Background: an optimization exercise with open tools, aiming at small area. Do not read the settings as production practice.
Function was checked by simulation only, so behaviour that the tests miss may differ from the original.

// cordic_rotator
module cordic_rotator (
    input  logic       clk,
    input  logic       rst_n,
    input  logic       in_valid,
    input  logic [8:0] in_x,
    input  logic [8:0] in_y,
    input  logic [8:0] in_angle,
    output logic       out_valid,
    output logic [31:0] out_x,
    output logic [31:0] out_y
);
    logic [4:1] vld;
    localparam logic [128*10-1:0] ROM0 = {
        10'h194,
        10'h10c,
        10'h9c,
        10'h2,
        10'hb2,
        10'h12a,
        10'h1ba,
        10'h226,
        10'h18e,
        10'h15e,
        10'h1cd,
        10'h15d,
        10'h80,
        10'h10,
        10'h68,
        10'hf8,
        10'h164,
        10'h1f4,
        10'h1dc,
        10'h142,
        10'hd2,
        10'h4a,
        10'h7a,
        10'he6,
        10'h176,
        10'h1ee,
        10'h1e1,
        10'h1c9,
        10'h159,
        10'hc5,
        10'h95,
        10'hd,
        10'hbd,
        10'h160,
        10'h1f0,
        10'h218,
        10'h184,
        10'h114,
        10'h8c,
        10'h1c,
        10'ha2,
        10'h132,
        10'h1aa,
        10'h206,
        10'h196,
        10'h196,
        10'h196,
        10'h196,
        10'h196,
        10'h196,
        10'h196,
        10'h196,
        10'h196,
        10'h196,
        10'h196,
        10'h196,
        10'h196,
        10'h196,
        10'h196,
        10'h196,
        10'h196,
        10'h196,
        10'h196,
        10'h196,
        10'h239,
        10'h239,
        10'h239,
        10'h239,
        10'h239,
        10'h239,
        10'h239,
        10'h239,
        10'h239,
  ...
==> flow/config.mk <==
export PLATFORM = sky130hd
export DESIGN_NAME = cordic_rotator
export DESIGN_NICKNAME = cordic_rotator
export VERILOG_FILES = /design/flow/design.v
export SDC_FILE = /design/flow/constraint.sdc
export NUM_CORES = 4
export LEC_CHECK = 0
export ABC_AREA = 1
export ABC_CLOCK_PERIOD_IN_PS = 11000
export CAP_MARGIN = 20
export CORE_MARGIN = 2
export CORE_UTILIZATION = 40
export CTS_CLUSTER_DIAMETER = 80
export CTS_CLUSTER_SIZE = 20
export SLEW_MARGIN = 20
export SYNTH_HIERARCHICAL = 1
export SYNTH_MINIMUM_KEEP_SIZE = 0
==> flow/constraint.sdc <==
create_clock -name core_clock -period 11.0 [get_ports {clk}]
set_input_delay 2.2000 -clock core_clock [delete_from_list [all_inputs] [get_ports {clk}]]
set_output_delay 2.2000 -clock core_clock [all_outputs]
set_load 0.01 [all_outputs]
run.sh (not shown) runs the stock make flow with config.mk's settings and CLKGATE_MAP_FILE= SYNTH_SCRIPT=/design/flow/synth_recipe.tcl, a recipe that flattens the netlist after the stock synthesis.
The baseline finished with timing, DRC and antenna clean.
Next try:
==> flow/flow/run.sh (new file) <==
#!/bin/bash
# The standard layout, with the smallest buffer on every input and output port
# (the standard flow buffers every port too, with a larger cell).
set -euo pipefail
export BUFFER_PORTS_ARGS="-buffer_cell sky130_fd_sc_hd__buf_1"
bash standard.sh > standard.log 2>&1
==> flow/standard.sh (new file) <==
#!/bin/bash
# synth_recipe.tcl (not shown) runs the flow's synth.tcl, then flattens the netlist and writes it again
# the make line also repeats each setting of config.mk as NAME=value (left out here)
make -C /OpenROAD-flow-scripts/flow DESIGN_CONFIG=/design/flow/config.mk WORK_HOME=/design/flow/orfs CLKGATE_MAP_FILE= SYNTH_SCRIPT=/design/flow/synth_recipe.tcl "${@:-finish}"
Settings changed: CORE_UTILIZATION 40 to 75, CTS_CLUSTER_DIAMETER 80 to 110, CTS_CLUSTER_SIZE 20 to 25.
removed: flow/run.sh
The new run finished with timing, DRC and antenna clean.
Die area fell by 46%.
Wire length climbs by 3.8%.
Setup slack degrades by 0.052 ns.
Synthesized area does not change.
Via count rises by 4.1%.


Setup of exp/ember:
cordic_rotator again, from the RTL that the note above started with.
Settings: LEC_CHECK=0, ABC_AREA=1, ABC_CLOCK_PERIOD_IN_PS=11000, CAP_MARGIN=20, CORE_MARGIN=2, CORE_UTILIZATION=40, CTS_CLUSTER_DIAMETER=110, CTS_CLUSTER_SIZE=25, SLEW_MARGIN=20, SYNTH_HIERARCHICAL=1, SYNTH_MINIMUM_KEEP_SIZE=0; clock period 11.0 ns.
standard.sh (not shown) runs the stock make flow with config.mk's settings and CLKGATE_MAP_FILE= SYNTH_SCRIPT=/design/flow/synth_recipe.tcl, a recipe that flattens the netlist after the stock synthesis.
==> flow/flow/run.sh <==
#!/bin/bash
# The standard layout, with the smallest buffer on every input and output port
# (the standard flow buffers every port too, with a larger cell).
set -euo pipefail
export BUFFER_PORTS_ARGS="-buffer_cell sky130_fd_sc_hd__buf_1"
bash standard.sh > standard.log 2>&1
Modified inputs, exp/amber compared to exp/ember
==> flow/run.sh (new file) <==
#!/bin/bash
# synth_recipe.tcl (not shown) runs the flow's synth.tcl, then flattens the netlist and writes it again
# the make line also repeats each setting of config.mk as NAME=value (left out here)
make -C /OpenROAD-flow-scripts/flow DESIGN_CONFIG=/design/flow/config.mk WORK_HOME=/design/flow/orfs CLKGATE_MAP_FILE= SYNTH_SCRIPT=/design/flow/synth_recipe.tcl finish
removed: flow/flow/run.sh
removed: flow/standard.sh
==> comparison <==
Lower total length of routed met3 wires among exp/amber and exp/ember: exp/amber. The hold slack on exp/ember is in line with that on exp/amber. Diff exp/ember..exp/amber | synthesized area divided by synthesized cell count | unchanged. Between exp/amber and exp/ember, the total via count after detailed routing does not differ in any meaningful way. The worst clock skew on the final layout of exp/amber falls short of that of exp/ember by 0.0036 ns. exp/amber and exp/ember ended up with roughly the same total number of nets in the final design. Worst endpoint required time on exp/amber is down relative to exp/ember. exp/amber vs. exp/ember: number of clock buffer instances in the layout saw little to no change; area of combinational cells with multiple inputs saw little to no change; TritonCTS sink count saw little to no change.

## re-timing with driven ports
Ports are ideal in the flow. The routed layouts listed here were re-timed in OpenROAD. Step 1 (the two cells are an assumption about what drives the block):
set clk [get_ports {clk}]
set_driving_cell -lib_cell sky130_fd_sc_hd__clkbuf_16 $clk
set_driving_cell -lib_cell sky130_fd_sc_hd__buf_2 [delete_from_list [all_inputs] $clk]
Step 2 also shifts input and output timing later by t, the mid clock arrival at the registers, as if the neighbouring blocks saw the same clock. a / b / c = ideal / step 1 / step 2; a / b = the first two.
run	t, ns	slack for setup (ns)	worst data-port slew with drivers (ns)
the first run of note 1	0.581	0.357 / 0.357 / 0.357	0.04
the second run of note 1	0.548	0.304 / 0.304 / 0.304	0.03
exp/ember	0.572	0.322 / 0.322 / 0.322	0.03
exp/amber	0.551	0.377 / 0.377 / 0.377	0.04
After both steps setup and hold are still met in every run listed.
